What follows belongs to an exercise in optimizing a design on an open flow for small area; a production flow would make more cautious choices. In this exercise RTL edits were held to simulation tests only and were not proved equivalent to the original. The flow treats the clock pin as an ideal source, which a real chip does not have. Power figures rest on the tool's default switching activity, not on a simulated workload.

==> flow/design.v <==
module mmc_ao222n (input logic [2:0] s, input logic [2:0] d, output logic yn);
  assign yn = ~((s[0] & d[0]) | (s[1] & d[1]) | (s[2] & d[2]));
endmodule
module mmc_ao22n (input logic [1:0] s, input logic [1:0] d, output logic yn);
  assign yn = ~((s[0] & d[0]) | (s[1] & d[1]));
endmodule
module mmc_nand11 (input logic [10:0] a, output logic y);
  assign y = ~(&a);
endmodule
module mmc_mux32 (
  input  logic [31:0]      sel,
  input  logic [32*32-1:0] d,
  output logic [31:0]      y
);
  for (genvar i = 0; i < 32; i++) begin : g_bit
    logic [10:0] yn;
    for (genvar g = 0; g < 10; g++) begin : g_grp
      mmc_ao222n u_ao (.s(sel[3*g +: 3]),
                       .d({d[32*(3*g+2)+i], d[32*(3*g+1)+i], d[32*(3*g)+i]}), .yn(yn[g]));
    end
    mmc_ao22n u_ao2 (.s(sel[31:30]), .d({d[32*31+i], d[32*30+i]}), .yn(yn[10]));
    mmc_nand11 u_or (.a(yn), .y(y[i]));
  end
endmodule
module mmc_rwbit (input logic t, input logic c, input logic w, input logic wr,
                  output logic d, output logic co);
  assign co = t & c;
  assign d  = wr ? w : (t ^ c);
endmodule
module mips_multicycle_core #(
  parameter int unsigned ADDR_W   = 10,
  parameter logic [31:0] RESET_PC = 32'h0000_0000,
  parameter int unsigned CNT_W    = 32
) (
  input  logic              clk,
  input  logic              rst,
  output logic              mem_req,
  output logic              mem_we,
  output logic [ADDR_W-1:0] mem_addr,
  output logic [31:0]       mem_wdata,
  input  logic [31:0]       mem_rdata,
  input  logic              mem_ready,
  input  logic [4:0]        dbg_reg_addr,
  output logic [31:0]       dbg_reg_data,
  output logic [31:0]       pc_out,
  output logic              halted,
  output logic [CNT_W-1:0]  instr_count
);
  localparam int NS = 32;
  localparam logic [4:0] SL_PC = 5'd0;
  localparam logic [5:0] OP_RTYPE = 6'h00, OP_J = 6'h02, OP_BEQ = 6'h04;
  localparam logic [5:0] OP_ADDI  = 6'h08, OP_LW = 6'h23, OP_SW = 6'h2B;
  localparam logic [5:0] FN_ADD = 6'h20, FN_SUB = 6'h22, FN_AND = 6'h24;
  localparam logic [5:0] FN_OR  = 6'h25, FN_SLT = 6'h2A;
  typedef enum logic [3:0] {
    S_CLR, S_FETCH0, S_FETCH, S_DEC, S_SH, S_WB, S_MEM, S_PCW, S_HALT1, S_HALT2, S_HALT
  } state_t;
  state_t           state;
  logic [NS*32-1:0] ring;      
  logic [4:0]       q;         
  logic [31:0]      cr;        
  logic             cc;        
  logic [31:0]      acc, ir;
  logic             cy;        
  logic             pcpass;    
  logic             pcinc_p, cntinc_p;
  logic [5:0] opc, fn;
  logic [4:0] rs, rt, rd;
  logic is_r, is_j, is_beq, is_lw, is_sw, is_mem, legal;
  logic f_sub, f_and, f_or, f_slt;
  assign opc = ir[31:26];
  assign fn  = ir[5:0];
  assign rs  = ir[25:21];
  assign rt  = ir[20:16];
  assign rd  = ir[15:11];
  assign is_r    = (opc == OP_RTYPE);
  assign is_j    = (opc == OP_J);
  assign is_beq  = (opc == OP_BEQ);
  assign is_lw   = (opc == OP_LW);
  assign is_sw   = (opc == OP_SW);
  assign is_mem  = is_lw | is_sw;
  assign f_sub   = (fn == FN_SUB);
  assign f_and   = (fn == FN_AND);
  assign f_or    = (fn == FN_OR);
  assign f_slt   = (fn == FN_SLT);
  assign legal   = (is_r & ((fn == FN_ADD) | f_sub | f_and | f_or | f_slt)) |
                   is_j | is_beq | (opc == OP_ADDI) | is_lw | is_sw;
  logic [4:0]    ms;        
  logic          ms_v;      
  logic [4:0]    pos;
  logic [31:0]   mm;
  always_comb begin
    ms   = SL_PC;
    ms_v = 1'b1;
    case (state)
      S_DEC:       begin ms = rs; ms_v = (rs != 5'd0); end
      S_SH, S_MEM: begin ms = rt; ms_v = (rt != 5'd0); end
      S_HALT:      begin ms = dbg_reg_addr; ms_v = (dbg_reg_addr != 5'd0); end
      S_CLR:       ms_v = 1'b0;
      default: ;
    endcase
    if (rst) ms_v = 1'b0;
  end
  assign pos = ms - q;
  logic [NS-1:0] msel;
  always_comb
    for (int j = 0; j < NS; j++) msel[j] = ms_v && (pos == 5'(j));
  mmc_mux32 u_mm (.sel(msel), .d(ring), .y(mm));
  logic [4:0] bi, k;
  logic       a, b, bx, sum, cout, res, cnext, ibit, sub_m, last;
  assign bi = q;
  assign k  = pcpass ? (bi - 5'd2) : bi;
  assign a  = acc[0];
  always_comb begin
    if (pcpass && bi < 5'd2)               ibit = 1'b0;
    else if (!is_j && k >= 5'd16)          ibit = ir[15];
    else                                   ibit = ir[k];
    b     = (!pcpass && (is_r || is_beq)) ? mm[bi] : ibit;
    if (pcpass && is_j) b = 1'b0;
    sub_m = !pcpass && is_r && (f_sub || f_slt);
    bx    = b ^ sub_m;
    sum   = a ^ bx ^ cy;
    cout  = (a & bx) | (a & cy) | (bx & cy);
    res   = sum;
    cnext = cout;
    if (pcpass) begin
      if (is_j) res = (bi < 5'd2) ? 1'b0 : (bi < 5'd28) ? ibit : a;
    end else if (is_beq) begin
      cnext = cy & ~(a ^ b);
      if (bi == 5'd30) cnext = cnext & ~(acc[1] ^ mm[31]);
    end else if (is_r) begin
      if (f_and)      res = a & b;
      else if (f_or)  res = a | b;
      else if (f_slt) begin
        res = 1'b0;
        if (bi == 5'd31) cnext = (a ^ b) ? a : sum;
      end
    end
  end
  assign last = (bi == 5'd31) || (!pcpass && is_beq && bi == 5'd30);
  logic [4:0]  tslot;
  logic        tskip, wr_acc, inc_pc;
  logic [31:0] wword, rin;
  logic [32:2] rc;
  always_comb begin
    if (pcpass)    begin tslot = SL_PC;        tskip = 1'b0; end
    else if (is_r) begin tslot = rd;           tskip = (rd == 5'd0); end
    else           begin tslot = rt;           tskip = (rt == 5'd0); end
  end
  assign wr_acc  = (state == S_CLR) || (state == S_WB && !tskip && q == tslot);
  assign inc_pc  = pcinc_p  && (q == SL_PC);
  assign wword   = {acc[31:1], acc[0] | (state == S_WB && !pcpass && is_r && f_slt && cy)};
  assign rin[1:0] = wr_acc ? wword[1:0] : ring[1:0];
  assign rc[2]    = inc_pc;
  for (genvar i = 2; i < 32; i++) begin : g_rin
    mmc_rwbit u_rw (.t(ring[i]), .c(rc[i]), .w(wword[i]), .wr(wr_acc), .d(rin[i]), .co(rc[i+1]));
  end
  always_ff @(posedge clk) begin
    ring <= {rin, ring[NS*32-1:32]};
  end
  logic fetch_go, at_end;
  assign fetch_go = (state == S_FETCH);
  assign at_end   = (q == 5'd31);        
  logic cin;
  assign cin = (q == 5'd0) ? cntinc_p : cc;
  always_ff @(posedge clk) begin
    if (state != S_HALT) cr <= {(state == S_CLR) ? 1'b0 : (cr[0] ^ cin), cr[31:1]};
    cc <= cr[0] & cin;
  end
  always_ff @(posedge clk) begin
    if (rst) begin
      state    <= S_CLR;
      q        <= '0;
      pcinc_p  <= 1'b0;
      cntinc_p <= 1'b0;
      acc      <= mm;             
    end else begin
      q <= q + 5'd1;
      if (inc_pc)  pcinc_p  <= 1'b0;
      if (q == 5'd0) cntinc_p <= 1'b0;
      case (state)
        S_CLR: if (at_end) state <= S_FETCH0;
        S_FETCH0: if (!pcinc_p && !cntinc_p) begin
          acc   <= mm;
          state <= S_FETCH;
        end
        S_FETCH: if (mem_ready) begin
          ir      <= mem_rdata;
          pcinc_p <= 1'b1;
          state   <= S_DEC;
        end
        S_DEC: begin
          if (!legal) state <= S_HALT1;
          else if (is_j) begin
            cntinc_p <= 1'b1;
            state    <= S_PCW;
          end else begin
            acc    <= mm;
            cy     <= (is_r && (f_sub || f_slt)) || is_beq;
            pcpass <= 1'b0;
            if (at_end) begin
              cntinc_p <= 1'b1;
              state    <= S_SH;
            end
          end
        end
        S_PCW: if (!pcinc_p) begin
          acc    <= mm;
          cy     <= 1'b0;
          pcpass <= 1'b1;
          if (at_end) state <= S_SH;
        end
        S_SH: begin
          acc <= {res, acc[31:1]};
          cy  <= cnext;
          if (last) begin
            if (pcpass)      state <= S_WB;
            else if (is_mem) state <= S_MEM;
            else if (is_beq) state <= cnext ? S_PCW : S_FETCH0;
            else             state <= S_WB;
          end
        end
        S_WB: if (tskip || q == tslot) state <= S_FETCH0;
        S_MEM: if (mem_ready) begin
          if (is_lw) begin
            acc   <= mem_rdata;
            state <= S_WB;
          end else state <= S_FETCH0;
        end
        S_HALT1: if (!pcinc_p) begin
          acc   <= mm;
          state <= S_HALT2;
        end
        S_HALT2: if (q == 5'd31) state <= S_HALT;
        default: ;
      endcase
    end
  end
  assign mem_req      = fetch_go || (state == S_MEM);
  assign mem_we       = (state == S_MEM) && is_sw;
  assign mem_addr     = acc[ADDR_W+1:2];
  assign mem_wdata    = mm;
  assign dbg_reg_data = mm;
  assign pc_out       = acc;
  assign halted       = (state == S_HALT);
  assign instr_count  = CNT_W'(cr);
endmodule
==> flow/flow/run.sh <==
#!/bin/bash
set -e
export BUFFER_PORTS_ARGS="-buffer_cell sky130_fd_sc_hd__buf_1"
export CTS_ARGS="-sink_clustering_enable -repair_clock_nets -dont_use_dummy_load -sink_clustering_size 18 -sink_clustering_max_diameter 60 -buf_list sky130_fd_sc_hd__clkbuf_8"
bash standard.sh cts > standard_cts.log 2>&1
openroad -no_init -exit flow/resize.tcl > resize.log 2>&1
bash standard.sh > standard_finish.log 2>&1
==> flow/flow/downsize.tcl <==
# Replace each gate by the smallest drive strength of the same footprint that keeps the
# setup slack above a margin and adds no slew or capacitance violation.
proc ds_area {m} { return [expr {[$m getWidth] * [$m getHeight] / 1e6}] }
proc downsize_all {margin} {
  set db [ord::get_db]
  set block [ord::get_db_block]
  set n 0
  set saved 0.0
  set base_slew [sta::max_slew_violation_count]
  set base_cap [sta::max_capacitance_violation_count]
  foreach inst [$block getInsts] {
    set m [$inst getMaster]
    set ref [$m getName]
    if {![regexp {^(sky130_fd_sc_hd__[a-z0-9]+)_([0-9]+)$} $ref -> base drv]} { continue }
    if {[regexp {df|dl|clk|tap|fill|decap|conb|buf_1$|probe|lpflow} $ref]} { continue }
    if {[$inst isFixed]} { continue }
    set iname [$inst getName]
    foreach d {0 1 2 4 6 8} {
      if {$d >= $drv} { break }
      set cm [$db findMaster "${base}_$d"]
      if {$cm eq "NULL" || $cm eq ""} { continue }
      set lc [get_lib_cells -quiet "*/${base}_$d"]
      if {$lc eq ""} { continue }
      set a0 [ds_area $m]
      replace_cell [get_cells $iname] $lc
      if {[sta::worst_slack_cmd max] < $margin ||
          [sta::max_slew_violation_count] > $base_slew ||
          [sta::max_capacitance_violation_count] > $base_cap} {
        replace_cell [get_cells $iname] [get_lib_cells "*/$ref"]
      } else {
        incr n
        set saved [expr {$saved + $a0 - [ds_area $cm]}]
        break
      }
    }
  }
  puts "downsized $n instances, saved $saved um2"
}
==> flow/flow/resize.tcl <==
# Runs after clock tree synthesis: downsize gates with slack, then legalize the placement.
set pdir $::env(FLOW_HOME)/platforms/sky130hd
set rdir orfs/results/sky130hd/mips_multicycle_core/base
read_liberty $pdir/lib/sky130_fd_sc_hd__tt_025C_1v80.lib
read_db $rdir/4_cts.odb
read_sdc $rdir/4_cts.sdc
source $pdir/setRC.tcl
set_propagated_clock [all_clocks]
estimate_parasitics -placement
report_design_area
report_worst_slack -max
source flow/downsize.tcl
downsize_all 0.5e-9
detailed_placement
check_placement -verbose
estimate_parasitics -placement
report_design_area
report_worst_slack -max
report_worst_slack -min
puts "slew violations [sta::max_slew_violation_count] cap violations [sta::max_capacitance_violation_count]"
write_db $rdir/4_cts.odb
==> flow/standard.sh <==
#!/bin/bash
# synth_recipe.tcl (not shown) runs the flow's synth.tcl, then flattens the netlist and writes it again
# the make line also repeats each setting of config.mk as NAME=value (left out here)
make -C /OpenROAD-flow-scripts/flow DESIGN_CONFIG=/design/flow/config.mk WORK_HOME=/design/flow/orfs CLKGATE_MAP_FILE= SYNTH_SCRIPT=/design/flow/synth_recipe.tcl "${@:-finish}"
==> flow/config.mk <==
export PLATFORM = sky130hd
export DESIGN_NAME = mips_multicycle_core
export DESIGN_NICKNAME = mips_multicycle_core
export VERILOG_FILES = /design/flow/design.v
export SDC_FILE = /design/flow/constraint.sdc
export NUM_CORES = 4
export LEC_CHECK = 0
export CAP_MARGIN = 20
export CORE_MARGIN = 2
export CORE_UTILIZATION = 65
export CTS_BUF_LIST = sky130_fd_sc_hd__clkbuf_8
export CTS_CLUSTER_DIAMETER = 60
export CTS_CLUSTER_SIZE = 14
export PLACE_DENSITY = 0.75
export SLEW_MARGIN = 20
export SYNTH_HIERARCHICAL = 1
export SYNTH_MINIMUM_KEEP_SIZE = 0
==> flow/constraint.sdc <==
create_clock -name core_clock -period 10.0 [get_ports {clk}]
set_input_delay 2.0000 -clock core_clock [delete_from_list [all_inputs] [get_ports {clk}]]
set_output_delay 2.0000 -clock core_clock [all_outputs]
set_load 0.01 [all_outputs]
==> results of run 1 <==
==> sequential cells by signal, indices dropped and copies added, names as in the netlist <==
signal	flops
acc	32
cc	1
cntinc_p	1
cr	32
cy	1
ir	32
pcinc_p	1
pcpass	1
q	5
ring	1024
state	4
==> cells by family (layout without fill, tap and decap cells) <==
| kind of cell | Yosys count | in the layout | synth area share [%] |
|---|---|---|---|
| flip-flops | 1134 | 1134 | 73.3 |
| AO/OA/AOI/OAI | 506 | 506 | 14.3 |
| AND/OR/NAND/NOR | 344 | 345 | 5.61 |
| buffers and inverters | 93 | 318 | 1.68 |
| multiplexers | 57 | 57 | 2.83 |
| adder cells (fa/ha/maj) | 45 | 45 | 1.79 |
| XOR/XNOR | 17 | 17 | 0.542 |
| other | 0 | 1 | 0 |
==> worst max-delay path, delay by kind of cell (launching register included) <==
kind            cells  cell delay [ps]
fa+ha+maj           2              590
buf+inv             3             1310
xor+xnor            2              550
simple gates        6             2420
compound gates      5             1090
flops               1              830
==> layout by cell type (no fill, tap or decap), drive strengths merged, types with 3 or more instances in the layout <==
| cell | count |
|---|---|
| a21oi | 23 |
| a222oi | 320 |
| a22oi | 67 |
| a311oi | 3 |
| a31oi | 7 |
| and2 | 3 |
| and3 | 7 |
| buf | 220 |
| clkbuf | 82 |
| dfxtp | 1036 |
| edfxtp | 98 |
| ha | 43 |
| inv | 13 |
| mux2 | 33 |
| mux2i | 10 |
| mux4 | 14 |
| nand2 | 69 |
| nand2b | 14 |
| nand3 | 47 |
| nand3b | 3 |
| nand4 | 67 |
| nor2 | 71 |
| nor2b | 4 |
| nor3 | 8 |
| nor4 | 4 |
| o2111ai | 4 |
| o211ai | 5 |
| o21ai | 54 |
| o221ai | 4 |
| or3 | 34 |
| or4 | 6 |
| xnor2 | 12 |
| xor2 | 5 |
==> synthesized netlist by cell type (3+ instances only) <==
cell       number  area [um2]
mux4_2         11         248
a22oi_1        35         263
ha_1           43         538
nand2b_1       14        87.6
buf_4          44         330
o21ai_0        49         245
mux2i_1        10         100
nor2b_1         4        25.0
a22oi_2        32         400
nand3b_1        3        22.5
nand2_1        68         255
o221ai_1        4        35.0
clkbuf_1       25        93.8
nor3_1          7        35.0
dfxtp_1      1036       20700
or3_1          34         213
o2111ai_1       4        35.0
a311oi_1        3        26.3
nand4_1        66         413
buf_2           7        35.0
nand3_1        47         235
mux4_1          3        78.8
edfxtp_1       98        2940
o21ai_1         5        25.0
a31oi_1         7        43.8
xor2_1          4        35.0
xnor2_1        11        96.3
a21oi_1        22         110
and3_1          7        43.8
mux2_4         31         465
a222oi_1      320        3200
inv_1          13        48.8
nor2_1         69         259
o211ai_1        5        37.5
and2_1          3        18.8
or4_1           5        37.5
==> modules after synthesis (local to each module, per instance), excerpt <==
module,cells inside,copies in the design
mips_multicycle_core,1656,1
mmc_rwbit,2,30
mmc_nand11,4,32
mmc_ao22n,1,32
mmc_ao222n,1,320
==> layer usage <==
metal,GRT usage [%],wire length [um],vias to the layer above,part of all wire [%]
li1,-,-,9107,-
met1,49.8,36900,10804,38
met2,57.0,43200,1602,45
met3,8.00,11200,312,12
met4,17.1,4910,0,5.1
met5,0,0,-,0
==> cell type report <==
class                           count  area share [%]
Clock buffer                       74            2.95
Inverter                           15           0.163
Antenna cell                        1         0.00725
Tap cell                          664            2.41
Sequential cell                  1134            68.6
Timing Repair Buffer              229            2.79
Multi-Input combinational cell    970            23.0
==> power by group through the flow <==
stage                     registers (W)  clock network [W]  logic, W
after floorplan                 0.00689                  0  0.000323
after global placement          0.00712                  0  0.000460
after detailed placement        0.00721                  0  0.000467
after CTS                       0.00713            0.00198  0.000470
after global routing            0.00731            0.00214  0.000449
final                           0.00716            0.00197  0.000423
==> worst paths after layout <==
check	to	start	cells after the start	slack, ps
worst max-delay path	mem_wdata[8]	state[3]$_SDFFE_PP0P_	18	470
worst min-delay path	ring[527]$_DFF_P_	ring[559]$_DFF_P_	0	310
worst max register to register	state[2]$_SDFFE_PP0P_	state[3]$_SDFFE_PP0P_	32	640
worst min register to register	ring[527]$_DFF_P_	ring[559]$_DFF_P_	0	310
==> repair_timing <==
| item | CTS | global route |
|---|---|---|
| buffers inserted | 0 | 0 |
| setup endpoints to repair | 0 | 7 |
| gates resized for setup | 0 | 4 |
| hold buffers | 0 | 0 |
==> through the flow <==
stage / worst slack (ps) / std cells / total power, W / instance area (um2)
2_1_floorplan: 1630 / 2196 / 0.00721 / 32300
3_3_place_gp: 1190 / 3003 / 0.00758 / 34000
3_5_place_dp: 1090 / 3006 / 0.00767 / 34100
4_1_cts: 1190 / 3080 / 0.00958 / 35100
5_1_grt: 170 / 3087 / 0.00989 / 34500
6_report: 471 / 3087 / 0.00956 / 34500
==> flow_summary_export.csv, run 1 <==
group,metric,value,unit
power_and_ir_drop,ir_drop,0.000176,V
flow_run,maxCapViolCount,0,
timing,fin_crit_sh,95.3,%
timing,clock_skew,64.7,ps
floorplanning,initial_core_util,65.9,%
worst_setup_path,crit_type,"flip-flop to primary output",
yosys,async_reset_ff_share,0,%
global_routing,grt.overflow.total,0,
clocking,cts_buffer_depth,3,
yosys,synth_cell_types,75,
timing,rsz0062_at_grt,"no",
power_and_ir_drop,switching_share,25.9,%
final_layout,syn_to_final_growth,6.73,%
clocking,clk_latency,710,ps
yosys,synth_edf_count,98,
global_routing,grt_start_max_net_pins,43,
final_layout,drive_gt1_share,5.99,%
routing,via_per_inst,7.07,
timing,min_period,9530,ps
yosys,postSynthCellCount,2196,
clocking,clock_sinks,1134,
final_layout,layout.nets,2509,
worst_setup_path,crit_path_start_kind,"flip-flop",
global_routing,antenna_found_initial,1,
yosys,ys.flop_type,"dfxtp_1",
placement,routabilityCongestion,0.929,
yosys,ys_ff_latch,1134,
global_routing,grtUsageTotal,36.8,%
clocking,htreeDepth,3,
timing,tightest_slew,1230,ps
floorplanning,row_count,81,
worst_setup_path,crit_arrival,7530,ps
clocking,cts_tree,"built",
final_layout,multiInputGateArea,7950,um2
floorplanning,fp.dieW,227,um
power_and_ir_drop,power_leakage,13.2,nW
worst_setup_path,cp_max_fo,25,
floorplanning,die-area,51500,um2
clocking,clk_pin_slew,110,ps
power_and_ir_drop,power.share.combinational,4.4,%
timing,hold_slack,311,ps
timing,relSlewSlack,17.9,%
placement,dpl.hpwl,59.7,mm
worst_hold_path,hp-class,"flip-flop to flip-flop",
floorplanning,ios,181,
routing,post_drt_wl_per_cell,31.2,um
routing,final_antenna_net_count,0,
floorplanning,die_h,227,um
worst_setup_path,crit_chain,"nand2b_1 -> nor2_1 -> a22o_1 -> a21oi_1 -> ha_1 -> inv_1 -> fa_1 -> a21o_1 -> a21oi_1 -> xor2_1 -> xnor2_1 -> nand2_1 -> nor2_1 -> buf_2 -> a222oi_1 -> nand4_1 -> or3_1 -> buf_1",
power_and_ir_drop,p_per_area,277,nW/um2
routing,routed-via-count,21825,
global_routing,grt_pass1_vias,21271,
routing,drc,0,
power_and_ir_drop,p_int,0.00709,W
power_and_ir_drop,pwr-share-clk,20.6,%
yosys,syn-num-nets,2281,
yosys,syn_avg_cell_area,14.7,um2
final_layout,final_util,70.3,%
worst_setup_path,endpoint_kind,"primary output",
worst_setup_path,cp.required,8000,ps
worst_setup_path,crit_slowest_cell,"buf_2",
yosys,syn_area,32300,um2
floorplanning,coreArea,49100,um2
final_layout,nFillCells,3447,
yosys,seq_area_frac_synth,73.3,%
power_and_ir_drop,pwr-share-seq,74.9,%
clocking,cts_buffers,74,
global_routing,grt_pass1_wl,137,mm
timing,finalSetupViolations,0,
timing,setup_tns,0,ps
timing,hold_viol_final,0,
timing,max_freq,0.105,GHz
final_layout,ff_latch_area,23700,um2
clocking,cts-root-buf,"clkbuf_8",
routing,drt_wl_total,96.3,mm
yosys,yosysWarnings,7,
placement,portBuffers,180,
timing,slew_viol_final,0,
worst_setup_path,cpPeakStageDelay,960,ps
routing,drt_iter0_drc,4098,
routing,drtPass1Iterations,9,
run_status,outcome,"timing/DRC/antenna clean",
power_and_ir_drop,p_sw,0.00247,W
==> run 2, diff against run 1 <==
==> flow/flow/downsize.tcl (replaced) <==
# Replace each gate by the smallest-area variant of the same cell family (same function,
# other drive strength) that keeps the setup slack above a margin and adds no slew or
# capacitance violation.
proc ds_area {m} { return [expr {[$m getWidth] * [$m getHeight] / 1e6}] }
proc downsize_all {margin} {
  set db [ord::get_db]
  set block [ord::get_db_block]
  set n 0
  set saved 0.0
  set base_slew [sta::max_slew_violation_count]
  set base_cap [sta::max_capacitance_violation_count]
  foreach inst [$block getInsts] {
    set m [$inst getMaster]
    set ref [$m getName]
    if {![regexp {^(sky130_fd_sc_hd__[a-z0-9]+)_([0-9]+)$} $ref -> base drv]} { continue }
    if {[regexp {df|dl|clk|tap|fill|decap|conb|probe|lpflow} $ref]} { continue }
    if {[$inst isFixed]} { continue }
    set iname [$inst getName]
    set a0 [ds_area $m]
    # candidates of this family with a smaller area, smallest first
    set cands {}
    foreach d {0 1 2 3 4 6 8 12 16} {
      if {$d == $drv} { continue }
      set cm [$db findMaster "${base}_$d"]
      if {$cm eq "NULL" || $cm eq ""} { continue }
      if {[ds_area $cm] >= $a0} { continue }
      if {[get_lib_cells -quiet "*/${base}_$d"] eq ""} { continue }
      lappend cands [list [ds_area $cm] "${base}_$d"]
    }
    foreach c [lsort -real -index 0 $cands] {
      set cname [lindex $c 1]
      replace_cell [get_cells $iname] [get_lib_cells "*/$cname"]
      if {[sta::worst_slack_cmd max] < $margin ||
          [sta::max_slew_violation_count] > $base_slew ||
          [sta::max_capacitance_violation_count] > $base_cap} {
        replace_cell [get_cells $iname] [get_lib_cells "*/$ref"]
      } else {
        incr n
        set saved [expr {$saved + $a0 - [lindex $c 0]}]
        break
      }
    }
  }
  puts "downsized $n instances, saved $saved um2"
}
--- a/flow/config.mk
+++ b/flow/config.mk
@@ -8,9 +8,6 @@
 export CAP_MARGIN = 20
 export CORE_MARGIN = 2
-export CORE_UTILIZATION = 65
-export CTS_BUF_LIST = sky130_fd_sc_hd__clkbuf_8
-export CTS_CLUSTER_DIAMETER = 60
-export CTS_CLUSTER_SIZE = 14
-export PLACE_DENSITY = 0.75
+export CORE_UTILIZATION = 75
+export PLACE_DENSITY = 0.85
 export SLEW_MARGIN = 20
 export SYNTH_HIERARCHICAL = 1
==> run 2 against run 1 <==
Still clean. Sequential power is 1% higher. Synthesized area unchanged. Non-clock buffer count rose by 5. Clock skew is 15 ps higher. Setup slack improved by 160 ps. Synthesized cell count is the same. Register-to-register slack better by 30 ps. Highest routed layer unchanged.
==> flow_summary_export.csv, run 2 <==
group,metric,value,unit
routing,via_per_inst,7.58,
yosys,ys_ff_latch,1134,
yosys,post-synth-top-count-cell,"dfxtp_1",
power_and_ir_drop,power_leakage,13.1,nW
yosys,synthTopCellsByArea,"dfxtp_1, a222oi_1, edfxtp_1, ha_1, mux2_4",
timing,setup_tns,0,ps
yosys,seq_area_frac_synth,73.3,%
yosys,syn-num-nets,2281,
timing,hold_viol_final,0,
routing,drt_iter0_drc,4715,
clocking,cts_hold_buffers,0,
yosys,synth_cell_types,75,
run_status,outcome,"timing/DRC/antenna clean",
power_and_ir_drop,p_per_area,280,nW/um2
timing,relSlewSlack,13.0,%
worst_setup_path,crit_arrival,7370,ps
routing,post_drt_wl_per_cell,33.0,um
yosys,syn_area,32300,um2
timing,fin_crit_sh,93.7,%
timing,clock_skew,80.0,ps
timing,rsz0062_at_grt,"no",
global_routing,grtUsageTotal,43.5,%
yosys,postSynthCellCount,2196,
worst_setup_path,crit_path_start_kind,"flip-flop",
yosys,ys.flop_type,"dfxtp_1",
clocking,cts_buffers,73,
power_and_ir_drop,ir_drop,0.000274,V
timing,slew_viol_final,0,
yosys,syn_avg_cell_area,14.7,um2
worst_setup_path,r2r_slack,670,ps
yosys,synth_top_area_share,64.2,%
yosys,synth_common_cells,"dfxtp_1, a222oi_1, edfxtp_1",
floorplanning,die-area,44800,um2
floorplanning,die_h,212,um
flow_run,maxCapViolCount,0,
clocking,clk_pin_slew,110,ps
placement,portBuffers,180,
worst_setup_path,cp_max_fo,22,
yosys,async_reset_ff_share,0,%
floorplanning,initial_core_util,75.5,%
global_routing,grt.overflow.total,0,
worst_setup_path,timing.rr.start,"state[3]$_SDFFE_PP0P_",
final_layout,final_util,80.3,%
final_layout,drive_gt1_share,6.64,%
global_routing,grt_pass1_vias,22553,
placement,dpl.hpwl,61.8,mm
yosys,synth_edf_count,98,
clocking,cts_tree,"built",
routing,drtPass1Iterations,8,
floorplanning,row_count,76,
timing,max_freq,0.107,GHz
worst_setup_path,crit_type,"flip-flop to primary output",
final_layout,regMostFlops,"ring",
timing,tightest_slew,1300,ps
clocking,cts.repair.resized,0,
final_layout,layout_common_cells,"dfxtp_1, a222oi_1, buf_1",
floorplanning,fp.dieW,212,um
worst_hold_path,min_path_cells,0,
routing,drc,0,
final_layout,syn_to_final_growth,6.34,%
routing,drt_wl_total,98.1,mm
power_and_ir_drop,power.total,0.00964,W
timing,min_period,9370,ps
global_routing,antenna_found_initial,0,
final_layout,final_common_cell,"dfxtp_1",
placement,pre_cts_ws,1110,ps
global_routing,met2_usage,66.3,%
timing,worst_slack,630,ps
timing,finalSetupViolations,0,
global_routing,grt_start_max_net_pins,43,
global_routing,use_met3,11.0,%
clocking,cts_buffer_depth,3,
clocking,htreeDepth,3,
clocking,clk_latency,690,ps
worst_setup_path,cp.required,8000,ps
worst_hold_path,hp-class,"flip-flop to flip-flop",
final_layout,largest_reg_flops,1024,
clocking,cts-root-buf,"clkbuf_8",
final_layout,layout.nets,2512,
clocking,clock_sinks,1134,
worst_hold_path,hp-start,"ring[743]$_DFF_P_",
global_routing,grt_pass1_wl,142,mm
worst_setup_path,endpoint_kind,"primary output",
worst_setup_path,reg2reg_depth,32,
routing,routed-via-count,22545,
worst_setup_path,reg2reg_to,"state[2]$_SDFFE_PP0P_",
clocking,post_cts_buffers,0,
yosys,yosysWarnings,7,
worst_hold_path,hold_end,"ring[711]$_DFF_P_",
global_routing,grt_use_met1,56.2,%
yosys,yosys.area.top_type,"dfxtp_1",
routing,final_antenna_net_count,0,
floorplanning,ios,181,
floorplanning,coreArea,42800,um2
placement,routabilityCongestion,0.975,
timing,hold_slack,289,ps
global_routing,top_usage_layer,"met2",
==> run 2: cell counts after synthesis <==
Identical to the previous run, type by type.
==> run 2: worst max-delay path by stage <==
stage	startpoint	end	slack, ps	depth (start not counted)
after floorplan	dbg_reg_addr[0]	state[2]$_SDFFE_PP0P_	1630	28
after global placement	dbg_reg_addr[0]	state[2]$_SDFFE_PP0P_	1200	30
after detailed placement	dbg_reg_addr[0]	state[2]$_SDFFE_PP0P_	1110	30
after CTS	q[0]$_SDFF_PP0_	ring[1023]$_DFF_P_	1380	35
after global routing	state[3]$_SDFFE_PP0P_	state[2]$_SDFFE_PP0P_	450	32
final	state[3]$_SDFFE_PP0P_	dbg_reg_data[31]	630	18
==> run 2: cell type report <==
| type | count | area (um2) |
|---|---|---|
| inverter | 15 | 56.3 |
| antenna | 2 | 5.00 |
| timing repair buffer | 234 | 1060 |
| multi-input combinational | 969 | 7890 |
| tap | 546 | 683 |
| clock buffer | 73 | 1000 |
| sequential | 1134 | 23700 |
| fill | 2391 | 8420 |
==> run 2: worst max-delay path, cell delays in order (launching register included) <==
cell and delay (ps):
dfxtp_1 820, nand2b_1 430, nor2_1 220, a22o_1 310
a21oi_1 140, ha_1 160, inv_1 60, fa_1 450
a21o_1 190, a21oi_1 160, xor2_1 100, xnor2_1 480
nand3_1 390, nor2_2 1030, buf_2 770, a222oi_1 210
nand4_1 160, or3_1 370, buf_1 280
==> run 2: cell families (layout without fill, tap and decap cells) <==
logic type | Yosys count | in the layout | synth area share (%)
simple gates | 344 | 344 | 5.61
compound gates | 506 | 506 | 14.3
other cells | 0 | 2 | 0
xor+xnor | 17 | 17 | 0.542
mux | 57 | 57 | 2.83
fa+ha+maj | 45 | 45 | 1.79
flops | 1134 | 1134 | 73.3
buf+inv | 93 | 322 | 1.68
==> run 2: power breakdown <==
group          total, W  leakage, nW  switching (W)  internal, W
clock           0.00197        0.525        0.00130     0.000662
sequential      0.00724         9.70       0.000989      0.00625
combinational  0.000426         2.91       0.000262     0.000164
total           0.00964         13.1        0.00255      0.00708
==> run 2: per-layer routing <==
layer  up-vias  share of wire, %
met5         -                 0
met4         0               6.7
met3       492                14
met2      1967                45
met1     10973                35
li1       9113                 -
==> run 2: modules after synthesis (local to each module, per instance), a selection <==
| module | flip-flops and latches | area (um2) | times used | cells inside |
|---|---|---|---|---|
| mips_multicycle_core | 1134 | 27100 | 1 | 1656 |
| mmc_ao222n | 0 | 10.0 | 320 | 1 |
| mmc_ao22n | 0 | 12.5 | 32 | 1 |
| mmc_nand11 | 0 | 23.8 | 32 | 4 |
| mmc_rwbit | 0 | 27.5 | 30 | 2 |
==> run 2: metrics by stage <==
stage | instances | cell area [um2]
after floorplan | 2196 | 32300
after global placement | 2883 | 33800
after detailed placement | 2890 | 34000
after CTS | 2963 | 35000
after global routing | 2971 | 34400
final | 2973 | 34400
==> run 3, diff against run 2 <==
--- a/flow/config.mk
+++ b/flow/config.mk
@@ -8,6 +8,7 @@
 export CAP_MARGIN = 20
 export CORE_MARGIN = 2
-export CORE_UTILIZATION = 75
-export PLACE_DENSITY = 0.85
+export CORE_UTILIZATION = 65
+export GPL_TIMING_DRIVEN = 0
+export PLACE_DENSITY = 0.75
 export SLEW_MARGIN = 20
 export SYNTH_HIERARCHICAL = 1
==> run 3 against run 2 <==
First-iteration DRC count down 12%. Combinational power grew 4%. Setup slack got worse by 350 ps. Critical path depth rose by 19. Clock power about the same. Flip-flop and latch count stayed put. Hold slack better by 20 ps. Non-clock buffer count increased by 82. Clock-buffer cell count unchanged. Register-to-register slack got worse by 390 ps. Cell count rose by 6.7%. Largest power group unchanged.
==> flow_summary_export.csv, run 3 <==
group,metric,value,unit
yosys,syn_avg_cell_area,14.7,um2
final_layout,multiInputGateArea,7840,um2
final_layout,regMostFlops,"ring",
global_routing,use_met3,8.42,%
global_routing,grt_pass1_wl,143,mm
global_routing,grt_use_met1,48.9,%
global_routing,grt_pass1_vias,22365,
yosys,syn_area,32300,um2
yosys,seq_area_frac_synth,73.3,%
global_routing,grtUsageTotal,38.5,%
final_layout,syn_to_final_growth,7.27,%
clocking,cts_tree,"built",
yosys,synth_common_cells,"dfxtp_1, a222oi_1, edfxtp_1",
timing,clock_skew,76.7,ps
final_layout,ff_latch_area,23700,um2
timing,tightest_slew,1280,ps
run_status,outcome,"timing/DRC/antenna clean",
routing,via_per_inst,7.00,
placement,dpl.hpwl,66.0,mm
yosys,synthTopCellsByArea,"dfxtp_1, a222oi_1, edfxtp_1, ha_1, mux2_4",
timing,max_freq,0.103,GHz
floorplanning,row_count,81,
placement,routabilityCongestion,0.948,
clocking,clock_sinks,1134,
clocking,cts_hold_buffers,0,
floorplanning,fp.dieW,227,um
final_layout,layout_common_cells,"dfxtp_1, a222oi_1, buf_1",
placement,portBuffers,179,
worst_setup_path,endpoint_kind,"flip-flop",
final_layout,largest_reg_flops,1024,
worst_setup_path,cpPeakStageDelay,670,ps
timing,hold_slack,309,ps
final_layout,nFillCells,3467,
timing,min_period,9720,ps
clocking,cts-root-buf,"clkbuf_8",
worst_setup_path,r2r_slack,280,ps
timing,slew_viol_final,0,
worst_setup_path,crit_slowest_cell,"buf_1",
worst_setup_path,cp_max_fo,10,
timing,relSlewSlack,15.0,%
global_routing,antenna_found_initial,1,
routing,post_drt_wl_per_cell,31.5,um
worst_setup_path,crit_arrival,10340,ps
floorplanning,ios,181,
clocking,cts_buffer_depth,3,
yosys,postSynthCellCount,2196,
yosys,synth_cell_types,75,
yosys,syn-num-nets,2281,
placement,pre_cts_ws,745,ps
worst_setup_path,reg2reg_depth,37,
final_layout,final_common_cell,"dfxtp_1",
routing,drtPass1Iterations,10,
yosys,yosysWarnings,7,
clocking,cts_buffers,73,
yosys,ys_ff_latch,1134,
routing,routed-via-count,22212,
worst_setup_path,startpoint,"q[0]$_SDFF_PP0_",
worst_setup_path,crit_top_cell,"ha_1",
yosys,post-synth-top-count-cell,"dfxtp_1",
clocking,htreeDepth,3,
worst_setup_path,crit_path_start_kind,"flip-flop",
timing,hold_viol_final,0,
routing,drt_iter0_drc,4127,
floorplanning,die_h,227,um
yosys,synth_top_area_share,64.2,%
worst_setup_path,critical_path.endpoint,"ring[1023]$_DFF_P_",
routing,final_antenna_net_count,0,
clocking,clk_pin_slew,110,ps
yosys,synth_edf_count,98,
yosys,ys.flop_type,"dfxtp_1",
global_routing,top_usage_layer,"met2",
global_routing,grt.overflow.total,0,
yosys,async_reset_ff_share,0,%
timing,worst_slack,280,ps
routing,drt_wl_total,99.8,mm
power_and_ir_drop,power_leakage,13.2,nW
timing,rsz0062_at_grt,"no",
final_layout,layout.nets,2594,
global_routing,met2_usage,62.5,%
power_and_ir_drop,p_per_area,276,nW/um2
final_layout,drive_gt1_share,6.42,%
worst_setup_path,reg2reg_to,"ring[1023]$_DFF_P_",
floorplanning,initial_core_util,65.9,%
timing,fin_crit_sh,97.2,%
clocking,clk_latency,730,ps
worst_setup_path,timing.rr.start,"q[0]$_SDFF_PP0_",
floorplanning,coreArea,49100,um2
flow_run,maxCapViolCount,0,
global_routing,grt_start_max_net_pins,33,
timing,finalSetupViolations,0,
power_and_ir_drop,ir_drop,0.000167,V
worst_setup_path,crit_type,"flip-flop to flip-flop",
worst_setup_path,cp.required,10620,ps
yosys,yosys.area.top_type,"dfxtp_1",
worst_hold_path,hp-class,"flip-flop to flip-flop",
routing,drc,0,
floorplanning,die-area,51500,um2
[run 3: cell counts after synthesis]
No cell type changed its count.
[run 3: worst min-delay path by stage]
stage                     cells after the start              start                 to  slack, ps
after floorplan                               0  ring[192]$_DFF_P_  ring[160]$_DFF_P_        330
after global placement                        0  ring[877]$_DFF_P_  ring[845]$_DFF_P_        330
after detailed placement                      0  ring[829]$_DFF_P_  ring[797]$_DFF_P_        330
after CTS                                     0  ring[892]$_DFF_P_  ring[860]$_DFF_P_        330
after global routing                          0  ring[923]$_DFF_P_  ring[891]$_DFF_P_        330
final                                         0  ring[869]$_DFF_P_  ring[837]$_DFF_P_        310
[run 3: repair_timing]
item	CTS	global route
setup buffers	0	0
endpoints found under the setup margin	0	37
gates resized for setup	0	13
[run 3: where the power goes]
group / switching, W / internal (W) / total (W)
clock network: 0.00131 / 0.000661 / 0.00197
logic: 0.000273 / 0.000171 / 0.000445
registers: 0.000907 / 0.00625 / 0.00716
total: 0.00249 / 0.00709 / 0.00958
[run 3: Yosys stat by module, one instance, submodules excluded, a selection]
module / area [um2] / cells / flops+latches / times used
mmc_rwbit: 27.5 / 2 / 0 / 30
mips_multicycle_core: 27100 / 1656 / 1134 / 1
mmc_ao22n: 12.5 / 1 / 0 / 32
mmc_ao222n: 10.0 / 1 / 0 / 320
mmc_nand11: 23.8 / 4 / 0 / 32
[run 3: layer usage]
layer  vias to the layer above  share of wire [%]
met3                       371                 11
met1                     11040                 37
li1                       9268                  -
met5                         -                  0
met2                      1533                 46
met4                         0                5.7
[run 3: cell families after synthesis]
logic type / after synthesis / share of synthesized area [%]
xor gates and xnor gates: 17 / 0.542
buffers and inverters: 93 / 1.68
DFF: 1134 / 73.3
AOI/OAI and AO/OA: 506 / 14.3
and+or+nand+nor: 344 / 5.61
adders and majority gates: 45 / 1.79
muxes: 57 / 2.83
[run 3: final cells by class]
cell class	instances	area share [%]
Sequential cell	1134	68.3
Multi-Input combinational cell	969	22.6
Clock buffer	73	2.90
Timing Repair Buffer	238	2.77
Tap cell	664	2.40
Buffer	78	0.848
Inverter	15	0.162
Antenna cell	2	0.0144
[run 3: worst max-delay path, delay by kind of cell, from the launching register on]
kind	cells	cell delay [ps]
adders and majority gates	31	6820
buffers and inverters	3	1690
DFF	1	390
muxes	1	270
and+or+nand+nor	2	430
[run 3: metrics by stage]
step	setup TNS, ps	utilization, %	instance area [um2]	std cells	total power [W]
2_1_floorplan	0	-	32300	2196	0.00721
3_3_place_gp	-80560	69.0	33800	3039	0.00756
3_5_place_dp	0	72.7	35700	3100	0.00773
4_1_cts	0	74.7	36700	3173	0.00964
5_1_grt	0	70.7	34700	3172	0.00989
6_report	0	70.7	34700	3173	0.00958
==> run 4, diff against run 3 <==
--- a/flow/config.mk
+++ b/flow/config.mk
@@ -9,5 +9,5 @@
 export CORE_MARGIN = 2
 export CORE_UTILIZATION = 65
-export GPL_TIMING_DRIVEN = 0
+export GPL_ROUTABILITY_DRIVEN = 0
 export PLACE_DENSITY = 0.75
 export SLEW_MARGIN = 20
==> run 4 against run 3 <==
Sequential share of layout area is 0.39 points higher. Combinational power fell by 4%. Sequential power about the same. Clock-buffer cell count is the same. Clock skew shrank 33 ps. Synthesized area stayed put. Non-clock buffer count is 88 lower. First-iteration DRC count is 0.68% higher. Highest routed layer unchanged. Register-to-register slack improved by 100 ps. Clock power hardly changed. Die area is the same.
==> flow_summary_export.csv, run 4 <==
group,metric,value,unit
run_status,outcome,"timing/DRC/antenna clean",
yosys,synth_common_cells,"dfxtp_1, a222oi_1, edfxtp_1",
yosys,async_reset_ff_share,0,%
global_routing,grt_pass1_vias,21184,
final_layout,layout.nets,2506,
timing,tightest_slew,1220,ps
clocking,post_cts_buffers,0,
clocking,cts_buffer_depth,3,
timing,slew_viol_final,0,
final_layout,regMostFlops,"ring",
global_routing,grt_pass1_wl,138,mm
clocking,cts_hold_buffers,0,
routing,drt_wl_total,96.1,mm
worst_setup_path,crit_path_start_kind,"flip-flop",
global_routing,grt.overflow.total,0,
clocking,cts.repair.resized,0,
routing,routed-via-count,21678,
clocking,htreeDepth,3,
worst_setup_path,cp.required,8000,ps
worst_setup_path,cp_num_buf_inv,3,
timing,finalSetupViolations,0,
timing,max_freq,0.104,GHz
global_routing,use_met3,8.72,%
yosys,syn-num-nets,2281,
routing,drc,0,
floorplanning,ios,181,
placement,portBuffers,180,
yosys,synth_edf_count,98,
yosys,seq_area_frac_synth,73.3,%
clocking,cts_buffers,73,
worst_hold_path,hp-class,"flip-flop to flip-flop",
timing,worst_slack,373,ps
final_layout,drive_gt1_share,6.82,%
final_layout,final_common_cell,"dfxtp_1",
global_routing,grtUsageTotal,37.2,%
clocking,clock_sinks,1134,
worst_setup_path,endpoint_kind,"primary output",
yosys,synth_top_area_share,64.2,%
yosys,postSynthCellCount,2196,
yosys,yosysWarnings,7,
yosys,ys.flop_type,"dfxtp_1",
final_layout,nFillCells,3488,
timing,setup_tns,0,ps
timing,fin_crit_sh,96.3,%
timing,rsz0062_at_grt,"no",
clocking,cts_tree,"built",
worst_setup_path,cp_max_fo,22,
final_layout,syn_to_final_growth,6.66,%
placement,dpl.hpwl,60.0,mm
yosys,syn_area,32300,um2
worst_setup_path,cpLargestDelayFamily,"simple AND/OR/NAND/NOR gates",
timing,relSlewSlack,18.3,%
worst_setup_path,crit_slowest_cell,"nor2_2",
floorplanning,die_h,227,um
yosys,synth_cell_types,75,
clocking,clk_latency,710,ps
power_and_ir_drop,p_per_area,277,nW/um2
global_routing,met2_usage,58.0,%
yosys,syn_avg_cell_area,14.7,um2
final_layout,layout_common_cells,"dfxtp_1, a222oi_1, buf_1",
global_routing,grt_start_max_net_pins,43,
routing,drtPass1Iterations,7,
power_and_ir_drop,ir_drop,0.000177,V
final_layout,largest_reg_flops,1024,
global_routing,grt_use_met1,49.7,%
worst_setup_path,crit_arrival,7630,ps
worst_setup_path,crit_chain,"nand2_1 -> nor3_1 -> a22o_1 -> a21oi_1 -> ha_1 -> inv_1 -> fa_1 -> a21o_1 -> a21oi_1 -> xor2_1 -> xnor2_1 -> nand2_1 -> nor2_2 -> buf_2 -> a222oi_1 -> nand4_1 -> or3_1 -> buf_1",
routing,via_per_inst,7.03,
floorplanning,die-area,51500,um2
worst_setup_path,crit_type,"flip-flop to primary output",
clocking,clk_pin_slew,100,ps
floorplanning,initial_core_util,65.9,%
yosys,ys_ff_latch,1134,
timing,clock_skew,43.8,ps
floorplanning,fp.dieW,227,um
routing,drt_iter0_drc,4155,
flow_run,maxCapViolCount,0,
placement,pre_cts_ws,883,ps
yosys,yosys.area.top_type,"dfxtp_1",
timing,hold_viol_final,0,
global_routing,antenna_found_initial,2,
clocking,cts-root-buf,"clkbuf_8",
timing,min_period,9630,ps
floorplanning,row_count,81,
floorplanning,coreArea,49100,um2
yosys,synthTopCellsByArea,"dfxtp_1, a222oi_1, edfxtp_1, ha_1, mux2_4",
yosys,post-synth-top-count-cell,"dfxtp_1",
routing,post_drt_wl_per_cell,31.2,um
power_and_ir_drop,power_leakage,13.1,nW
global_routing,top_usage_layer,"met2",
routing,final_antenna_net_count,0,
worst_setup_path,cpPeakStageDelay,890,ps
run 4: cell counts after synthesis:
Identical to the previous run, type by type.
run 4: layout make-up:
cell class                      instances  area (um2)  share of cell area, %
Clock buffer                           73        1000                   2.91
Sequential cell                      1134       23700                   68.7
Multi-Input combinational cell        969        7900                   22.9
Inverter                               15        56.3                  0.163
Antenna cell                            1        2.50                0.00726
Timing Repair Buffer                  228        1000                   2.90
Tap cell                              664         831                   2.41
run 4: logic make-up (layout without fill, tap and decap cells):
| group | after synthesis | count (layout) | share of synthesized area (%) |
|---|---|---|---|
| buffers and inverters | 93 | 316 | 1.68 |
| muxes | 57 | 57 | 2.83 |
| xor gates and xnor gates | 17 | 17 | 0.542 |
| AOI/OAI and AO/OA | 506 | 506 | 14.3 |
| adders and majority gates | 45 | 45 | 1.79 |
| DFF | 1134 | 1134 | 73.3 |
| other | 0 | 1 | 0 |
| and+or+nand+nor | 344 | 344 | 5.61 |
run 4: worst register-to-register path: cells and delay by family (launching register included):
kind | cells | cell delay, ps
AO/OA/AOI/OAI | 11 | 1760
XOR/XNOR | 2 | 680
adder cells (fa/ha/maj) | 3 | 800
buffers and inverters | 3 | 1060
flip-flops | 1 | 750
multiplexers | 2 | 630
AND/OR/NAND/NOR | 10 | 3890
run 4: final timing paths:
| check | cells past startpoint | startpoint | to | slack [ps] |
|---|---|---|---|---|
| min | 0 | ring[1010]$_DFF_P_ | ring[978]$_DFF_P_ | 330 |
| max reg2reg | 31 | state[0]$_SDFFE_PP0P_ | state[2]$_SDFFE_PP0P_ | 380 |
| min reg2reg | 0 | ring[1010]$_DFF_P_ | ring[978]$_DFF_P_ | 330 |
| max | 18 | state[0]$_SDFFE_PP0P_ | mem_wdata[31] | 370 |
run 4: Yosys stat by module, one instance, submodules excluded, a selection:
| module | cells | times used | flops+latches | area (um2) |
|---|---|---|---|---|
| mmc_ao22n | 1 | 32 | 0 | 12.5 |
| mmc_rwbit | 2 | 30 | 0 | 27.5 |
| mmc_ao222n | 1 | 320 | 0 | 10.0 |
| mmc_nand11 | 4 | 32 | 0 | 23.8 |
| mips_multicycle_core | 1656 | 1 | 1134 | 27100 |
run 4: layer usage:
layer | part of all wire (%) | up-vias
li1 | - | 9102
met1 | 38 | 10763
met2 | 45 | 1524
met3 | 12 | 289
met4 | 4.9 | 0
met5 | 0 | -
run 4: report_power, final:
group | internal [W] | total, W | switching [W]
registers | 0.00625 | 0.00716 | 0.000910
logic | 0.000169 | 0.000426 | 0.000256
clock network | 0.000661 | 0.00196 | 0.00129
total | 0.00708 | 0.00954 | 0.00246
run 4: stage by stage:
step | util [%] | hold slack, ps | std cells | power [W] | instance area, um2
6_report | 70.3 | 329 | 3084 | 0.00954 | 34500
5_1_grt | 70.3 | 336 | 3084 | 0.00988 | 34500
4_1_cts | 71.3 | 335 | 3077 | 0.00956 | 35000
3_5_place_dp | 69.2 | 335 | 3004 | 0.00767 | 34000
3_3_place_gp | 69.2 | 332 | 3004 | 0.00758 | 34000
2_1_floorplan | - | 330 | 2196 | 0.00721 | 32300
==> run 5, diff against run 4 <==
--- a/flow/config.mk
+++ b/flow/config.mk
@@ -9,5 +9,7 @@
 export CORE_MARGIN = 2
 export CORE_UTILIZATION = 65
-export GPL_ROUTABILITY_DRIVEN = 0
+export CTS_BUF_LIST = sky130_fd_sc_hd__clkbuf_8
+export CTS_CLUSTER_DIAMETER = 60
+export CTS_CLUSTER_SIZE = 14
 export PLACE_DENSITY = 0.75
 export SLEW_MARGIN = 20
==> run 5 against run 4 <==
Largest power group unchanged. Clock power is essentially flat. Cell count grew 0.13%. Clock skew grew 23 ps. Critical path type unchanged. Still clean. Routed wire length is essentially flat. Synthesized cell count is the same. Largest cell class unchanged. Hold slack lost 5.8 ps.
==> flow_summary_export.csv, run 5 <==
group,metric,value,unit
run_status,outcome,"timing/DRC/antenna clean",
worst_setup_path,cp.required,8000,ps
yosys,synth_top_area_share,64.2,%
clocking,cts_tree,"built",
timing,tightest_slew,1200,ps
worst_hold_path,hold_end,"ring[48]$_DFF_P_",
worst_setup_path,r2r_slack,740,ps
yosys,ys_ff_latch,1134,
clocking,cts-root-buf,"clkbuf_8",
worst_setup_path,cpPeakStageDelay,960,ps
yosys,synth_compound_gate_area_share,14.3,%
worst_setup_path,crit_top_cell,"a21oi_1",
final_layout,layout_common_cells,"dfxtp_1, a222oi_1, buf_1",
routing,drt_wl_total,96.0,mm
worst_setup_path,crit_path_start_kind,"flip-flop",
final_layout,final_common_cell,"dfxtp_1",
clocking,cts.repair.resized,0,
worst_hold_path,hp-start,"ring[80]$_DFF_P_",
worst_setup_path,crit_slowest_cell,"clkdlybuf4s15_1",
yosys,synthTopCellsByArea,"dfxtp_1, a222oi_1, edfxtp_1, ha_1, mux2_4",
timing,hold_viol_final,0,
placement,pre_cts_ws,1090,ps
final_layout,largest_reg_flops,1024,
worst_setup_path,crit_arrival,7420,ps
clocking,cts_buffer_depth,3,
floorplanning,row_count,81,
power_and_ir_drop,ir_drop,0.000175,V
routing,final_antenna_net_count,0,
power_and_ir_drop,p_per_area,277,nW/um2
final_layout,final_util,70.3,%
worst_setup_path,reg2reg_depth,32,
global_routing,antenna_found_initial,1,
timing,worst_slack,579,ps
clocking,cts_hold_buffers,0,
clocking,clk_pin_slew,100,ps
yosys,synth-adder-area-share,1.79,%
yosys,async_reset_ff_share,0,%
worst_setup_path,crit_type,"flip-flop to primary output",
yosys,synth_common_cells,"dfxtp_1, a222oi_1, edfxtp_1",
yosys,post-synth-top-count-cell,"dfxtp_1",
floorplanning,coreArea,49100,um2
floorplanning,fp.dieW,227,um
worst_setup_path,cp_max_fo,22,
global_routing,grt.overflow.total,0,
timing,setup_tns,0,ps
routing,routed-via-count,21631,
yosys,synth_top_family_by_area,"compound AO/OA/AOI/OAI gates",
timing,rsz0062_at_grt,"no",
yosys,syn_avg_cell_area,14.7,um2
worst_setup_path,timing.rr.start,"state[3]$_SDFFE_PP0P_",
final_layout,drive_gt1_share,6.73,%
yosys,synth_edf_count,98,
yosys,syn_area,32300,um2
placement,portBuffers,180,
floorplanning,die-area,51500,um2
global_routing,grtUsageTotal,36.7,%
yosys,postSynthCellCount,2196,
clocking,clock_sinks,1134,
power_and_ir_drop,power_leakage,13.1,nW
clocking,cts_buffers,74,
yosys,synth_cell_types,75,
yosys,syn-num-nets,2281,
flow_run,maxCapViolCount,0,
timing,hold_slack,324,ps
final_layout,syn_to_final_growth,6.66,%
final_layout,regMostFlops,"ring",
timing,finalSetupViolations,0,
worst_setup_path,crit_chain,"nand2b_1 -> nor2_1 -> a22o_1 -> a21oi_1 -> ha_1 -> inv_1 -> fa_1 -> a21o_1 -> a21oi_1 -> xor2_1 -> xnor2_1 -> nand3_1 -> nor2_4 -> clkdlybuf4s15_1 -> a222oi_1 -> nand4_1 -> or3_1 -> buf_1",
final_layout,layout.nets,2510,
yosys,seq_area_frac_synth,73.3,%
floorplanning,die_h,227,um
yosys,muxShareOfSynthArea,2.83,%
timing,slew_viol_final,0,
timing,max_freq,0.106,GHz
yosys,synth_xor_area_share,0.542,%
timing,relSlewSlack,19.7,%
timing,clock_skew,66.5,ps
clocking,htreeDepth,3,
global_routing,grt_pass1_vias,21282,
routing,drtPass1Iterations,10,
yosys,yosys.area.top_type,"dfxtp_1",
yosys,yosysWarnings,7,
clocking,clk_latency,710,ps
placement,dpl.hpwl,59.7,mm
global_routing,grt_start_max_net_pins,43,
worst_setup_path,endpoint_kind,"primary output",
floorplanning,initial_core_util,65.9,%
routing,drc,0,
routing,via_per_inst,7.00,
yosys,synthSimpleGateAreaFrac,5.61,%
timing,fin_crit_sh,94.2,%
yosys,ys.flop_type,"dfxtp_1",
placement,routabilityCongestion,0.929,
worst_hold_path,hp-class,"flip-flop to flip-flop",
routing,drt_iter0_drc,3971,
worst_hold_path,min_path_cells,0,
floorplanning,ios,181,
worst_setup_path,reg2reg_to,"state[2]$_SDFFE_PP0P_",
global_routing,grt_pass1_wl,137,mm
clocking,post_cts_buffers,0,
timing,min_period,9420,ps
routing,post_drt_wl_per_cell,31.1,um
-- run 5: routing by layer --
layer / GRT usage (%) / share of wire [%] / wire [um]
met5: 0 / 0 / 0
met4: 17.1 / 4.9 / 4700
met3: 8.29 / 11 / 10800
met2: 57.0 / 45 / 43300
met1: 49.4 / 39 / 37300
-- run 5: final cells by class --
type	instances	area, um2
diodes	1	2.50
multi-input cells	970	7890
well taps	664	831
flip-flops and latches	1134	23700
fillers	3451	14600
inverters	15	56.3
repair buffers	230	991
clock buffers	74	1020
-- run 5: metrics by stage --
step	std cells	instance area, um2	total power [W]
6_report	3088	34500	0.00957
5_1_grt	3088	34500	0.00990
4_1_cts	3080	35100	0.00958
3_5_place_dp	3006	34100	0.00767
3_3_place_gp	3003	34000	0.00758
2_1_floorplan	2196	32300	0.00721
-- run 5: power by group --
group | internal [W] | switching (W) | leakage, nW | total [W]
clock | 0.000670 | 0.00131 | 0.532 | 0.00198
combinational | 0.000170 | 0.000255 | 2.92 | 0.000425
sequential | 0.00625 | 0.000911 | 9.70 | 0.00716
total | 0.00709 | 0.00247 | 13.1 | 0.00957
-- run 5: cells by family (layout without fill, tap and decap cells) --
logic type               after synthesis  count (layout)
AND/OR/NAND/NOR                      344             345
multiplexers                          57              57
XOR/XNOR                              17              17
buffers and inverters                 93             319
adder cells (fa/ha/maj)               45              45
other                                  0               1
AO/OA/AOI/OAI                        506             506
flip-flops                          1134            1134
-- run 5: worst max-delay path by stage --
stage | start | to | slack, ps | cells past startpoint
2_1_floorplan | dbg_reg_addr[0] | state[2]$_SDFFE_PP0P_ | 1630 | 28
3_3_place_gp | dbg_reg_addr[0] | state[2]$_SDFFE_PP0P_ | 1190 | 30
6_report | state[3]$_SDFFE_PP0P_ | mem_wdata[31] | 580 | 18
4_1_cts | state[3]$_SDFFE_PP0P_ | dbg_reg_data[31] | 1190 | 18
5_1_grt | state[3]$_SDFFE_PP0P_ | state[2]$_SDFFE_PP0P_ | 240 | 32
3_5_place_dp | dbg_reg_addr[0] | state[2]$_SDFFE_PP0P_ | 1090 | 30
-- run 5: modules after synthesis, one instance, submodules excluded, excerpt --
module / cells / cell area [um2] / times used / flip-flops and latches
mips_multicycle_core: 1656 / 27100 / 1 / 1134
mmc_ao22n: 1 / 12.5 / 32 / 0
mmc_ao222n: 1 / 10.0 / 320 / 0
mmc_nand11: 4 / 23.8 / 32 / 0
mmc_rwbit: 2 / 27.5 / 30 / 0
-- run 5: critical path: cells and delay by family, from the launching register on --
family	cells	cell delay (ps)
flip-flops	1	830
buffers and inverters	3	1310
AO/OA/AOI/OAI	5	1040
adder cells (fa/ha/maj)	2	590
XOR/XNOR	2	540
AND/OR/NAND/NOR	6	2390
==> run 6, diff against run 5 <==
==> flow/flow/run.sh (replaced) <==
#!/bin/bash
set -e
export BUFFER_PORTS_ARGS="-buffer_cell sky130_fd_sc_hd__buf_1"
export CTS_ARGS="-sink_clustering_enable -repair_clock_nets -dont_use_dummy_load -sink_clustering_size 20 -sink_clustering_max_diameter 40 -buf_list sky130_fd_sc_hd__clkbuf_8"
bash standard.sh cts > standard_cts.log 2>&1
openroad -no_init -exit flow/resize.tcl > resize.log 2>&1
bash standard.sh > standard_finish.log 2>&1
==> run 6 against run 5 <==
Total power up 3.5%. Flip-flop and latch count is the same. Critical path depth unchanged. Largest cell class unchanged. Hold slack lost 48 ps. Still clean. Critical endpoint is now dbg_reg_data[31]. Non-clock buffer count increased by 1. First-iteration DRC count is 3.0% lower. Highest routed layer unchanged. Clock power is 17% higher. Clock skew rose by 21 ps. Utilization is 0.89 points higher.
==> flow_summary_export.csv, run 6 <==
group,metric,value,unit
run_status,outcome,"timing/DRC/antenna clean",
placement,place_area,34100,um2
final_layout,syn_to_final_growth,8.01,%
final_layout,regMostFlops,"ring",
routing,post_drt_wl_per_cell,30.8,um
yosys,postSynthCellCount,2196,
timing,relSlewSlack,20.0,%
yosys,post-synth-top-count-cell,"dfxtp_1",
worst_setup_path,cp.required,8000,ps
routing,final_antenna_net_count,0,
floorplanning,ios,181,
clocking,cts-root-buf,"clkbuf_8",
final_layout,drive_gt1_share,7.94,%
final_layout,layout_common_cells,"dfxtp_1, a222oi_1, buf_1",
yosys,async_reset_ff_share,0,%
yosys,synth_cell_types,75,
yosys,syn_avg_cell_area,14.7,um2
timing,max_freq,0.107,GHz
timing,min_period,9340,ps
clocking,cts_hold_buffers,0,
floorplanning,fp.dieW,227,um
floorplanning,die_h,227,um
routing,drt_wl_total,96.2,mm
global_routing,met2_usage,56.5,%
yosys,seq_area_frac_synth,73.3,%
timing,worst_slack,662,ps
yosys,synth_edf_count,98,
clocking,clk_pin_slew,100,ps
worst_setup_path,crit_arrival,7340,ps
clocking,clk_latency,760,ps
yosys,syn-num-nets,2281,
clocking,clock_sinks,1134,
global_routing,grt_pass1_vias,21549,
placement,pre_cts_ws,1090,ps
clocking,cts_buffer_depth,3,
clocking,htreeDepth,3,
final_layout,layout.nets,2542,
placement,dpl.hpwl,59.7,mm
yosys,synth_common_cells,"dfxtp_1, a222oi_1, edfxtp_1",
floorplanning,coreArea,49100,um2
placement,portBuffers,180,
yosys,yosys.area.top_type,"dfxtp_1",
global_routing,grt_use_met1,48.8,%
timing,slew_viol_final,0,
yosys,syn_area,32300,um2
final_layout,final_common_cell,"dfxtp_1",
yosys,synthTopCellsByArea,"dfxtp_1, a222oi_1, edfxtp_1, ha_1, mux2_4",
timing,finalSetupViolations,0,
routing,drtPass1Iterations,14,
placement,routabilityCongestion,0.929,
global_routing,grt_start_max_net_pins,43,
global_routing,antenna_found_initial,1,
timing,setup_tns,0,ps
power_and_ir_drop,power_leakage,13.4,nW
final_layout,final_util,71.2,%
floorplanning,initial_core_util,65.9,%
global_routing,grt_pass1_wl,138,mm
global_routing,grtUsageTotal,36.8,%
worst_setup_path,crit_type,"flip-flop to primary output",
clocking,cts_tree,"built",
final_layout,design_area,34900,um2
global_routing,grt.overflow.total,0,
routing,routed-via-count,21864,
flow_run,maxCapViolCount,0,
timing,hold_slack,275,ps
worst_setup_path,endpoint_kind,"primary output",
yosys,ys_ff_latch,1134,
timing,fin_crit_sh,93.4,%
routing,drt_iter0_drc,3851,
yosys,ys.flop_type,"dfxtp_1",
timing,tightest_slew,1200,ps
clocking,post_cts_buffers,0,
worst_setup_path,crit_path_start_kind,"flip-flop",
routing,drc,0,
yosys,yosysWarnings,7,
worst_setup_path,cp_max_fo,15,
global_routing,top_usage_layer,"met2",
yosys,synth_top_area_share,64.2,%
timing,rsz0062_at_grt,"no",
timing,hold_viol_final,0,
power_and_ir_drop,ir_drop,0.000225,V
worst_hold_path,hp-class,"flip-flop to flip-flop",
global_routing,use_met3,9.56,%
final_layout,largest_reg_flops,1024,
floorplanning,die-area,51500,um2
floorplanning,row_count,81,
clocking,cts_buffers,105,
timing,clock_skew,87.2,ps
power_and_ir_drop,p_per_area,284,nW/um2
routing,via_per_inst,7.01,
-- run 6: cell families after synthesis --
kind of cell,share of synthesized area [%]
AOI/OAI and AO/OA,14.3
xor gates and xnor gates,0.542
adders and majority gates,1.79
buffers and inverters,1.68
DFF,73.3
muxes,2.83
and+or+nand+nor,5.61
-- run 6: critical path, cell delays in order, from the launching register on --
cell and delay (ps):
dfxtp_1 320, buf_1 570, nand2b_1 340, nor2_1 180, buf_1 510, a22oi_1 200
nand2_1 110, ha_1 280, a21o_1 200, a21oi_1 170, xor2_1 100, xnor2_1 430
nand3_1 440, nor2_4 780, clkdlybuf4s15_1 960, a222oi_1 250, nand4_1 160, or3_1 280
buf_1 300
-- run 6: Yosys stat by module, one instance, submodules excluded, a selection --
module                cells inside  cell area, um2  flops+latches
mips_multicycle_core          1656           27100           1134
mmc_rwbit                        2            27.5              0
mmc_nand11                       4            23.8              0
mmc_ao22n                        1            12.5              0
mmc_ao222n                       1            10.0              0
-- run 6: final cells by class --
class / instances / area (um2)
fillers: 3395 / 14100
repair buffers: 231 / 1000
clock buffers: 105 / 1450
diodes: 2 / 5.00
flip-flops and latches: 1134 / 23700
well taps: 664 / 831
inverters: 15 / 56.3
multi-input cells: 970 / 7890
-- run 6: path summary, 6_finish.rpt --
path | startpoint | endpoint | slack, ps | cells past startpoint
worst min register to register | ring[722]$_DFF_P_ | ring[690]$_DFF_P_ | 280 | 0
worst max register to register | state[1]$_SDFFE_PP0P_ | state[2]$_SDFFE_PP0P_ | 850 | 31
worst max-delay path | state[1]$_SDFFE_PP0P_ | dbg_reg_data[31] | 660 | 18
worst min-delay path | ring[722]$_DFF_P_ | ring[690]$_DFF_P_ | 280 | 0
-- run 6: layer usage --
| layer | routed length (um) | part of all wire [%] | vias to the layer above |
|---|---|---|---|
| met3 | 11600 | 12 | 312 |
| met1 | 36500 | 38 | 10801 |
| met5 | 0 | 0 | - |
| met2 | 43100 | 45 | 1574 |
| li1 | - | - | 9177 |
| met4 | 4930 | 5.1 | 0 |
-- run 6: per-stage QoR --
stage	power (W)	std cells
floorplan	0.00721	2196
global placement	0.00758	3003
detailed placement	0.00767	3006
CTS	0.00992	3111
global route	0.0102	3120
finish	0.00990	3121
-- run 6: what timing repair did --
action / in CTS / in global routing
setup endpoints to repair: 0 / 4
gates resized for setup: 0 / 5
endpoints found under the hold margin: 0 / 0
-- run 6: where the power goes --
| group | total (W) | internal [W] | switching, W | leakage, nW |
|---|---|---|---|---|
| logic | 0.000424 | 0.000170 | 0.000254 | 2.92 |
| clock network | 0.00231 | 0.000932 | 0.00138 | 0.755 |
| registers | 0.00717 | 0.00626 | 0.000912 | 9.70 |

-- afterwards: timing with drivers on the ports --
No port has a modelled driver above. Below, the same layouts with a new extraction and two added sets of constraints.
Step 1 (the two cells are an assumption about what drives the block):
set clk [get_ports {clk}]
set_driving_cell -lib_cell sky130_fd_sc_hd__clkbuf_16 $clk
set_driving_cell -lib_cell sky130_fd_sc_hd__buf_2 [delete_from_list [all_inputs] $clk]
Step 2, shift: input delay + t, output delay - t, t = (earliest + latest rising clock arrival at the registers) / 2. This alone moves slack from input paths to output paths.
Slacks: ideal ports / drivers / drivers and shift; pairs: ideal ports / drivers.
| run | t, ns | setup slack, ns | worst setup path after step 2 | slew at the worst register clock pin (ns) |
|---|---|---|---|---|
| run 1 | 0.730 | 0.471 / 0.416 / 0.350 | input to register | 0.11 / 0.11 |
| run 2 | 0.704 | 0.630 / 0.574 / 0.305 | input to register | 0.12 / 0.12 |
| run 3 | 0.752 | 0.280 / 0.280 / -0.289 | input to register | 0.12 / 0.12 |
| run 4 | 0.750 | 0.373 / 0.312 / 0.178 | input to register | 0.11 / 0.11 |
| run 5 | 0.734 | 0.579 / 0.525 / 0.462 | input to register | 0.11 / 0.11 |
| run 6 | 0.770 | 0.662 / 0.605 / 0.450 | input to register | 0.12 / 0.12 |
With both steps, setup timing fails in run 3, where it was met with ideal ports. The setup slack of run 3, which loses most, moves by 0.000 ns with the drivers and by -0.569 ns with both steps.
